This is an optimization exercise on Yosys and OpenROAD, whose aim is small area, a short achievable clock period and few clock cycles, not a production implementation. The RTL was checked by simulation tests, not by an equivalence proof against the original design.

==> run F: inputs <==
==> flow/design.v <==
package sobelPkg;
	typedef logic [7:0]  grayT;  
	typedef logic [15:0] rgbT;   
	typedef enum logic [1:0] {
		viewGray,       
		viewEdge,       
		viewThreshold   
	} viewModeT;
	typedef enum logic [1:0] {
		pixelOutside,   
		pixelBorder,    
		pixelInterior   
	} pixelClassT;
	localparam int thresholdCount = 7;  
	function automatic grayT thresholdTable(input logic [2:0] index);
		case (index)
			3'd0:    thresholdTable = 8'd50;
			3'd1:    thresholdTable = 8'd100;
			3'd2:    thresholdTable = 8'd120;
			3'd3:    thresholdTable = 8'd140;
			3'd4:    thresholdTable = 8'd160;
			3'd5:    thresholdTable = 8'd180;
			3'd6:    thresholdTable = 8'd200;
			default: thresholdTable = 8'd220;
		endcase
	endfunction
	function automatic rgbT toRgb565(input grayT gray);
		toRgb565 = {gray[7:3], gray[7:2], gray[7:3]};  
	endfunction
endpackage
`timescale 1ns/1ps
module frameScanner #(
	parameter int imageWidth   = 16,
	parameter int imageHeight  = 12,
	parameter int screenWidth  = 20,
	parameter int screenHeight = 14,
	localparam int depth     = imageWidth * imageHeight,
	localparam int addrWidth = $clog2(depth),
	localparam int xWidth    = $clog2(screenWidth),
	localparam int yWidth    = $clog2(screenHeight)
) (
	input  logic                 clock,
	input  logic                 resetApp,
	input  logic                 loadValid,
	input  logic [addrWidth-1:0] loadAddr,
	input  sobelPkg::grayT       loadData,
	input  logic                 modeGray,    
	input  logic                 pixelValid,
	input  logic                 pixelReady,
	input  logic                 skidValid,
	input  logic                 lastPixel,   
	input  logic                 s2Valid,
	output logic                 rotate,
	output logic                 wrValid,
	output logic [addrWidth-1:0] wrPlace,
	output sobelPkg::grayT       wrData,
	output logic                 go,          
	output logic                 cmdIssue,    
	output logic                 cmdOutside,  
	output logic                 cmdBorder    
);
	localparam int centre = imageWidth + 1;  
	logic [addrWidth-1:0] sAfter;
	logic                 started;  
	logic [xWidth-1:0]    fx;       
	logic [yWidth-1:0]    fy;
	logic [2:0]           lag;      
	logic                 hold;     
	logic                 ldValid1;
	logic [addrWidth-1:0] ldAddr1;
	sobelPkg::grayT       ldData1;
	logic inImage, onBorder, needsWindow, aligned, startedNext, goNext, rotateOk;
	logic pixelOk, issueNext, rotateIssue, rotateNext, pop, push;
	logic [1:0] occupancy;
	logic [3:0] owed;
	assign inImage  = (fx < xWidth'(imageWidth)) && (fy < yWidth'(imageHeight));
	assign onBorder = (fx == '0) || (fx == xWidth'(imageWidth - 1)) ||
	                  (fy == '0) || (fy == yWidth'(imageHeight - 1));
	assign needsWindow = inImage && (modeGray || !onBorder || !started);
	assign aligned     = (sAfter == addrWidth'(centre));
	assign startedNext = !resetApp && (started || (aligned && !ldValid1));
	assign pop  = pixelValid && pixelReady;
	assign push = go && s2Valid;
	always_comb begin
		occupancy = 2'(pixelValid) + 2'(skidValid) + 2'(push) - 2'(pop);
	end
	assign goNext = !resetApp && (occupancy <= 2'd1);
	assign rotateOk = !hold;
	assign pixelOk  = needsWindow ? (lag == 3'd0 && rotateOk)
	                              : (!inImage || rotateOk || lag != 3'd7);
	assign issueNext   = startedNext && goNext && pixelOk;
	assign owed        = 4'(lag) + 4'(issueNext && inImage);
	assign rotateIssue = startedNext && rotateOk && (owed != 4'd0);
	assign rotateNext  = startedNext ? rotateIssue : !aligned;
	logic [addrWidth-1:0] sNorm;
	assign sNorm = (sAfter >= addrWidth'(depth)) ? sAfter - addrWidth'(depth) : sAfter;
	always_ff @(posedge clock) begin
		rotate <= rotateNext;
		if (rotateNext) sAfter <= (sNorm == '0) ? addrWidth'(depth - 1) : sNorm - 1'b1;
		else            sAfter <= sNorm;
	end
	logic [addrWidth:0]   placeSum;
	logic [addrWidth-1:0] place0, place1;
	always_comb begin
		placeSum = {1'b0, ldAddr1} + {1'b0, sAfter};
		place0   = (placeSum >= (addrWidth+1)'(depth)) ? addrWidth'(placeSum - (addrWidth+1)'(depth))
		                                               : placeSum[addrWidth-1:0];
		place1   = (place0 == '0) ? addrWidth'(depth - 1) : place0 - 1'b1;
	end
	always_ff @(posedge clock) begin
		ldValid1 <= loadValid;
		ldAddr1  <= loadAddr;
		ldData1  <= loadData;
		wrValid  <= ldValid1;
		wrPlace  <= aligned ? place0 : place1;  
		wrData   <= ldData1;
	end
	always_ff @(posedge clock or posedge resetApp) begin
		if (resetApp) begin
			started    <= 1'b0;
			fx         <= '0;
			fy         <= '0;
			lag        <= '0;
			hold       <= 1'b0;
			go         <= 1'b0;
			cmdIssue   <= 1'b0;
			cmdOutside <= 1'b0;
			cmdBorder  <= 1'b0;
		end else begin
			started    <= startedNext;
			go         <= goNext;
			cmdIssue   <= issueNext;
			cmdOutside <= !inImage;
			cmdBorder  <= onBorder;
			lag        <= 3'(owed - 4'(rotateIssue));
			hold       <= (hold && !(pop && lastPixel)) ||
			              (rotateIssue && sAfter == addrWidth'(centre + 1));
			if (issueNext) begin
				if (fx == xWidth'(screenWidth - 1)) begin
					fx <= '0;
					fy <= (fy == yWidth'(screenHeight - 1)) ? '0 : fy + 1'b1;
				end else begin
					fx <= fx + 1'b1;
				end
			end
		end
	end
endmodule
`timescale 1ns/1ps
module imageMemory #(
	parameter int imageWidth  = 16,
	parameter int imageHeight = 12,
	localparam int depth     = imageWidth * imageHeight,
	localparam int addrWidth = $clog2(depth)
) (
	input  logic                 clock,
	input  logic                 rotate,    
	input  logic                 wrValid,   
	input  logic [addrWidth-1:0] wrPlace,
	input  sobelPkg::grayT       wrData,
	output sobelPkg::grayT       tapP1, tapP2, tapP3, tapP4, tapP5,
	output sobelPkg::grayT       tapP6, tapP7, tapP8, tapP9
);
	logic               phase;  
	logic [depth*8-1:0] ring;   
	sobelPkg::grayT     wrStored;
	logic [2:0]         selHigh;  
	logic [7:0]         selMid, selLow;
	always_ff @(posedge clock) phase <= !phase;
	assign wrStored = wrData ^ {8{phase}};
	always_comb begin
		selHigh = '0;
		selMid  = '0;
		selLow  = '0;
		selHigh[wrPlace[7:6]] = wrValid;
		selMid[wrPlace[5:3]]  = 1'b1;
		selLow[wrPlace[2:0]]  = 1'b1;
	end
	genvar k, b;
	generate
		for (k = 0; k < depth; k++) begin : g_place
			logic keep, shift, write;
			ringSelect u_select (
				.rotate, .selHigh(selHigh[k / 64]), .selMid(selMid[(k / 8) % 8]),
				.selLow(selLow[k % 8]), .keep, .shift, .write
			);
			for (b = 0; b < 8; b++) begin : g_bit
				ringBit u_bit (
					.clock, .keep, .shift, .write, .next(ring[8*((k + 1) % depth) + b]),
					.data(wrStored[b]), .stored(ring[8*k + b])
				);
			end
		end
	endgenerate
	assign tapP1 = ring[8*0 +: 8] ^ {8{phase}};
	assign tapP2 = ring[8*1 +: 8] ^ {8{phase}};
	assign tapP3 = ring[8*2 +: 8] ^ {8{phase}};
	assign tapP4 = ring[8*imageWidth +: 8] ^ {8{phase}};
	assign tapP5 = ring[8*(imageWidth + 1) +: 8] ^ {8{phase}};
	assign tapP6 = ring[8*(imageWidth + 2) +: 8] ^ {8{phase}};
	assign tapP7 = ring[8*(2*imageWidth) +: 8] ^ {8{phase}};
	assign tapP8 = ring[8*(2*imageWidth + 1) +: 8] ^ {8{phase}};
	assign tapP9 = ring[8*(2*imageWidth + 2) +: 8] ^ {8{phase}};
endmodule
module ringSelect (
	input  logic rotate,
	input  logic selHigh,
	input  logic selMid,
	input  logic selLow,
	output logic keep,
	output logic shift,
	output logic write
);
	assign write = selHigh && selMid && selLow;
	assign keep  = !rotate && !write;
	assign shift = rotate && !write;
endmodule
module ringBit (
	input  logic clock,
	input  logic keep,
	input  logic shift,
	input  logic write,
	input  logic next,    
	input  logic data,
	output logic stored
);
	always_ff @(posedge clock) begin
		stored <= !((stored && keep) || (next && shift) || (data && write));
	end
endmodule
`timescale 1ns/1ps
module sobelKernel (
	input  logic           clock,
	input  logic           resetApp,
	input  logic           go,
	input  logic           cmdIssue,
	input  logic           cmdOutside,
	input  logic           cmdBorder,
	input  logic           modeGray,
	input  sobelPkg::grayT tapP1, tapP2, tapP3, tapP4, tapP5,
	input  sobelPkg::grayT tapP6, tapP7, tapP8, tapP9,
	output logic           s2Valid,
	output sobelPkg::grayT gradX, gradY
);
	function automatic sobelPkg::grayT sum121(input sobelPkg::grayT a, b, c);
		logic [9:0] sum;
		sum = 10'(a) + {1'b0, b, 1'b0} + 10'(c);
		sum121 = (sum > 10'd255) ? 8'hFF : sum[7:0];
	endfunction
	logic           s1Valid;
	sobelPkg::grayT s1Top, s1Bottom, s1Left, s1Right;
	sobelPkg::grayT top, bottom, left, right;
	always_comb begin
		top    = '0;
		bottom = '0;
		left   = '0;
		right  = '0;
		if (cmdOutside) begin
		end else if (modeGray) begin
			top = tapP5;
		end else if (cmdBorder) begin
			top = 8'hFF;
		end else begin
			top    = sum121(tapP1, tapP2, tapP3);
			bottom = sum121(tapP7, tapP8, tapP9);
			left   = sum121(tapP1, tapP4, tapP7);
			right  = sum121(tapP3, tapP6, tapP9);
		end
	end
	always_ff @(posedge clock or posedge resetApp) begin
		if (resetApp) begin
			s1Valid <= 1'b0;
			s2Valid <= 1'b0;
		end else if (go) begin
			s1Valid <= cmdIssue;
			s2Valid <= s1Valid;
		end
	end
	always_ff @(posedge clock) begin
		if (go) begin
			s1Top    <= top;
			s1Bottom <= bottom;
			s1Left   <= left;
			s1Right  <= right;
			gradY    <= (s1Top > s1Bottom) ? s1Top - s1Bottom : 8'd0;
			gradX    <= (s1Right > s1Left) ? s1Right - s1Left : 8'd0;
		end
	end
endmodule
`timescale 1ns/1ps
module pixelFormatter #(
	parameter int screenWidth  = 20,
	parameter int screenHeight = 14,
	localparam int xWidth = $clog2(screenWidth),
	localparam int yWidth = $clog2(screenHeight)
) (
	input  logic              clock,
	input  logic              resetApp,
	input  logic              push,       
	input  sobelPkg::grayT    gradX,
	input  sobelPkg::grayT    gradY,
	input  sobelPkg::grayT    threshold,  
	output logic              skidValid,
	output logic              lastPixel,
	output logic              pixelValid,
	input  logic              pixelReady,
	output logic [xWidth-1:0] pixelX,
	output logic [yWidth-1:0] pixelY,
	output sobelPkg::rgbT     pixelData
);
	logic [8:0]     gradSum;
	sobelPkg::grayT magnitude, gray, skidGray;
	logic           pop;
	always_comb begin
		gradSum   = {1'b0, gradY} + {1'b0, gradX};
		magnitude = gradSum[8] ? 8'hFF : gradSum[7:0];
		if (magnitude < threshold) magnitude = 8'd0;
	end
	assign pop       = pixelValid && pixelReady;
	assign lastPixel = (pixelX == xWidth'(screenWidth - 1)) && (pixelY == yWidth'(screenHeight - 1));
	assign pixelData = sobelPkg::toRgb565(gray);
	always_ff @(posedge clock or posedge resetApp) begin
		if (resetApp) begin
			pixelValid <= 1'b0;
			skidValid  <= 1'b0;
			pixelX     <= '0;
			pixelY     <= '0;
		end else begin
			if (skidValid) begin
				if (pop) skidValid <= push;
			end else if (pixelValid && !pop) begin
				skidValid <= push;
			end else begin
				pixelValid <= push;
			end
			if (pop) begin
				if (pixelX == xWidth'(screenWidth - 1)) begin
					pixelX <= '0;
					pixelY <= (pixelY == yWidth'(screenHeight - 1)) ? '0 : pixelY + 1'b1;
				end else begin
					pixelX <= pixelX + 1'b1;
				end
			end
		end
	end
	always_ff @(posedge clock) begin
		if (skidValid) begin
			if (pop) begin
				gray     <= skidGray;
				skidGray <= magnitude;
			end
		end else if (pixelValid && !pop) begin
			skidGray <= magnitude;
		end else begin
			gray <= magnitude;
		end
	end
endmodule
`timescale 1ns/1ps
module sobelEdgeTop #(
	parameter int imageWidth   = 16,
	parameter int imageHeight  = 12,
	parameter int screenWidth  = 20,
	parameter int screenHeight = 14,
	localparam int addrWidth = $clog2(imageWidth * imageHeight),
	localparam int xWidth    = $clog2(screenWidth),
	localparam int yWidth    = $clog2(screenHeight)
) (
	input  logic                      clock,
	input  logic                      resetApp,
	input  logic                      loadValid,
	input  logic [addrWidth-1:0]      loadAddr,
	input  sobelPkg::grayT                      loadData,
	input  sobelPkg::viewModeT                  viewMode,
	input  logic [sobelPkg::thresholdCount-1:0] thresholdSelect,
	output logic                      pixelValid,
	input  logic                      pixelReady,
	output logic [xWidth-1:0]         pixelX,
	output logic [yWidth-1:0]         pixelY,
	output sobelPkg::rgbT                       pixelData
);
	logic                 rotate, wrValid, go, cmdIssue, cmdOutside, cmdBorder;
	logic                 s2Valid, skidValid, lastPixel, modeGray;
	logic [addrWidth-1:0] wrPlace;
	logic [2:0]           thresholdIndex;
	sobelPkg::grayT       wrData, gradX, gradY, threshold;
	sobelPkg::grayT       tapP1, tapP2, tapP3, tapP4, tapP5, tapP6, tapP7, tapP8, tapP9;
	always_comb begin
		thresholdIndex = 3'd0;
		if ($onehot(thresholdSelect)) begin
			for (int i = 0; i < sobelPkg::thresholdCount; i++)
				if (thresholdSelect[i]) thresholdIndex = 3'(i + 1);
		end
	end
	always_ff @(posedge clock) begin
		modeGray  <= (viewMode == sobelPkg::viewGray);
		threshold <= (viewMode == sobelPkg::viewThreshold) ? sobelPkg::thresholdTable(thresholdIndex)
		                                                   : 8'd0;
	end
	frameScanner #(
		.imageWidth(imageWidth), .imageHeight(imageHeight),
		.screenWidth(screenWidth), .screenHeight(screenHeight)
	) u_frameScanner (
		.clock, .resetApp, .loadValid, .loadAddr, .loadData, .modeGray,
		.pixelValid, .pixelReady, .skidValid, .lastPixel, .s2Valid,
		.rotate, .wrValid, .wrPlace, .wrData, .go, .cmdIssue, .cmdOutside, .cmdBorder
	);
	imageMemory #(.imageWidth(imageWidth), .imageHeight(imageHeight)) u_imageMemory (
		.clock, .rotate, .wrValid, .wrPlace, .wrData,
		.tapP1, .tapP2, .tapP3, .tapP4, .tapP5, .tapP6, .tapP7, .tapP8, .tapP9
	);
	sobelKernel u_sobelKernel (
		.clock, .resetApp, .go, .cmdIssue, .cmdOutside, .cmdBorder, .modeGray,
		.tapP1, .tapP2, .tapP3, .tapP4, .tapP5, .tapP6, .tapP7, .tapP8, .tapP9,
		.s2Valid, .gradX, .gradY
	);
	pixelFormatter #(.screenWidth(screenWidth), .screenHeight(screenHeight)) u_pixelFormatter (
		.clock, .resetApp, .push(go && s2Valid), .gradX, .gradY, .threshold,
		.skidValid, .lastPixel, .pixelValid, .pixelReady, .pixelX, .pixelY, .pixelData
	);
endmodule
==> flow/run.sh <==
#!/bin/bash
# synth_recipe.tcl (not shown) runs the flow's synth.tcl, then flattens the netlist and writes it again
# the make line also repeats each setting of config.mk as NAME=value (left out here)
make -C /OpenROAD-flow-scripts/flow DESIGN_CONFIG=/design/flow/config.mk WORK_HOME=/design/flow/orfs CLKGATE_MAP_FILE= SYNTH_SCRIPT=/design/flow/synth_recipe.tcl finish
==> flow/config.mk <==
export PLATFORM = sky130hd
export DESIGN_NAME = sobelEdgeTop
export DESIGN_NICKNAME = sobelEdgeTop
export VERILOG_FILES = /design/flow/design.v
export SDC_FILE = /design/flow/constraint.sdc
export NUM_CORES = 4
export LEC_CHECK = 0
export CAP_MARGIN = 20
export CORE_MARGIN = 2
export CORE_UTILIZATION = 60
export SETUP_SLACK_MARGIN = 3.7
export SLEW_MARGIN = 20
export SYNTH_HIERARCHICAL = 1
==> flow/constraint.sdc <==
create_clock -name core_clock -period 6.5 [get_ports {clock}]
set_input_delay 1.3000 -clock core_clock [delete_from_list [all_inputs] [get_ports {clock}]]
set_output_delay 1.3000 -clock core_clock [all_outputs]
set_load 0.01 [all_outputs]
==> run Z (differences from run F) <==
--- a/flow/design.v
+++ b/flow/design.v
@@ -113,5 +113,5 @@
 		ldData1  <= loadData;
 		wrValid  <= ldValid1;
-		wrPlace  <= aligned ? place0 : place1;  
+		wrPlace  <= rotateNext ? place1 : place0;
 		wrData   <= ldData1;
 	end
@@ -162,70 +162,27 @@
 	output sobelPkg::grayT       tapP6, tapP7, tapP8, tapP9
 );
-	logic               phase;  
-	logic [depth*8-1:0] ring;   
-	sobelPkg::grayT     wrStored;
-	logic [2:0]         selHigh;  
-	logic [7:0]         selMid, selLow;
-	always_ff @(posedge clock) phase <= !phase;
-	assign wrStored = wrData ^ {8{phase}};
-	always_comb begin
-		selHigh = '0;
-		selMid  = '0;
-		selLow  = '0;
-		selHigh[wrPlace[7:6]] = wrValid;
-		selMid[wrPlace[5:3]]  = 1'b1;
-		selLow[wrPlace[2:0]]  = 1'b1;
-	end
-	genvar k, b;
+	logic [depth*8-1:0] ring;  
+	genvar k;
 	generate
 		for (k = 0; k < depth; k++) begin : g_place
-			logic keep, shift, write;
-			ringSelect u_select (
-				.rotate, .selHigh(selHigh[k / 64]), .selMid(selMid[(k / 8) % 8]),
-				.selLow(selLow[k % 8]), .keep, .shift, .write
-			);
-			for (b = 0; b < 8; b++) begin : g_bit
-				ringBit u_bit (
-					.clock, .keep, .shift, .write, .next(ring[8*((k + 1) % depth) + b]),
-					.data(wrStored[b]), .stored(ring[8*k + b])
-				);
+			logic wen;
+			assign wen = wrValid && (wrPlace == addrWidth'(k));
+			always_ff @(posedge clock) begin
+				if (rotate || wen) begin
+					if (wen) ring[8*k +: 8] <= (k % 2 == 1) ? ~wrData : wrData;
+					else     ring[8*k +: 8] <= ~ring[8*((k + 1) % depth) +: 8];
+				end
 			end
 		end
 	endgenerate
-	assign tapP1 = ring[8*0 +: 8] ^ {8{phase}};
-	assign tapP2 = ring[8*1 +: 8] ^ {8{phase}};
-	assign tapP3 = ring[8*2 +: 8] ^ {8{phase}};
-	assign tapP4 = ring[8*imageWidth +: 8] ^ {8{phase}};
-	assign tapP5 = ring[8*(imageWidth + 1) +: 8] ^ {8{phase}};
-	assign tapP6 = ring[8*(imageWidth + 2) +: 8] ^ {8{phase}};
-	assign tapP7 = ring[8*(2*imageWidth) +: 8] ^ {8{phase}};
-	assign tapP8 = ring[8*(2*imageWidth + 1) +: 8] ^ {8{phase}};
-	assign tapP9 = ring[8*(2*imageWidth + 2) +: 8] ^ {8{phase}};
-endmodule
-module ringSelect (
-	input  logic rotate,
-	input  logic selHigh,
-	input  logic selMid,
-	input  logic selLow,
-	output logic keep,
-	output logic shift,
-	output logic write
-);
-	assign write = selHigh && selMid && selLow;
-	assign keep  = !rotate && !write;
-	assign shift = rotate && !write;
-endmodule
-module ringBit (
-	input  logic clock,
-	input  logic keep,
-	input  logic shift,
-	input  logic write,
-	input  logic next,    
-	input  logic data,
-	output logic stored
-);
-	always_ff @(posedge clock) begin
-		stored <= !((stored && keep) || (next && shift) || (data && write));
-	end
+	assign tapP1 =  ring[8*0 +: 8];
+	assign tapP2 = ~ring[8*1 +: 8];
+	assign tapP3 =  ring[8*2 +: 8];
+	assign tapP4 =  ring[8*imageWidth +: 8];
+	assign tapP5 = ~ring[8*(imageWidth + 1) +: 8];
+	assign tapP6 =  ring[8*(imageWidth + 2) +: 8];
+	assign tapP7 =  ring[8*(2*imageWidth) +: 8];
+	assign tapP8 = ~ring[8*(2*imageWidth + 1) +: 8];
+	assign tapP9 =  ring[8*(2*imageWidth + 2) +: 8];
 endmodule
 `timescale 1ns/1ps
--- a/flow/config.mk
+++ b/flow/config.mk
@@ -8,6 +8,4 @@
 export CAP_MARGIN = 20
 export CORE_MARGIN = 2
-export CORE_UTILIZATION = 60
-export SETUP_SLACK_MARGIN = 3.7
+export CORE_UTILIZATION = 40
 export SLEW_MARGIN = 20
-export SYNTH_HIERARCHICAL = 1
==> summary.txt <==
| item | run Z | run F |
|---|---|---|
| Pre-Repair DR Iteration Count | 5 | 17 |
| Row Count | 157 | 117 |
| Number of enable-type register cells in the synthesized netlist | 1602 | 66 |
| Reg2reg setup slack | 1.88 ns | 2.85 ns |
| Final HPWL DP | 93800 microns | 94800 microns |
| Share of cell area taken by flip-flops and latches | 61.2% | 47.6% |
| Status | complete, no violations | complete, no violations |
| M2 GR Usage | 28.0% | 48.8% |
| Count of inserted tapcells | 2385 | 1368 |
| Main synth FF type | edfxtp_1 | dfxtp_1 |
| Sequential-to-total area share from yosys stat | 68.0% | 56.0% |
| Multi-input logic area | 21700 sq um | 28000 sq um |
| Post-CTS Setup Inserts | 0 | 82 |
| Initial DRC Count | 3565 | 12.1k |
Testbench counts of run F, summed over its fixed seeds: cycles 38,640.
Testbench counts of run Z, summed over its fixed seeds: cycles 38,640.

## afterwards: timing with drivers on the ports
How much do the figures lean on ideal ports? The routed layouts below were timed once more, with nothing changed but the port constraints.
Step 1: set_driving_cell puts a clkbuf_16 on clock and a buf_2 on each other input, an assumption about the parent block.
Step 2 also shifts input and output timing later by t, the mid clock arrival at the registers, as if the neighbouring blocks saw the same clock.
a / b / c = no drivers / after step 1 / after step 2; a / b = the first two.
run | t, ns | slack for setup (ns) | worst setup path after step 2 | cell pins on the clock port's net
run F | 0.837 | 2.784 / 2.820 / 1.983 | input to register | 1
run Z | 0.871 | 1.404 / 1.453 / 0.582 | input to register | 1
After both steps setup and hold are still met in every run listed. The setup slack of run Z, which loses most, moves by +0.049 ns with the drivers and by -0.822 ns with both steps.
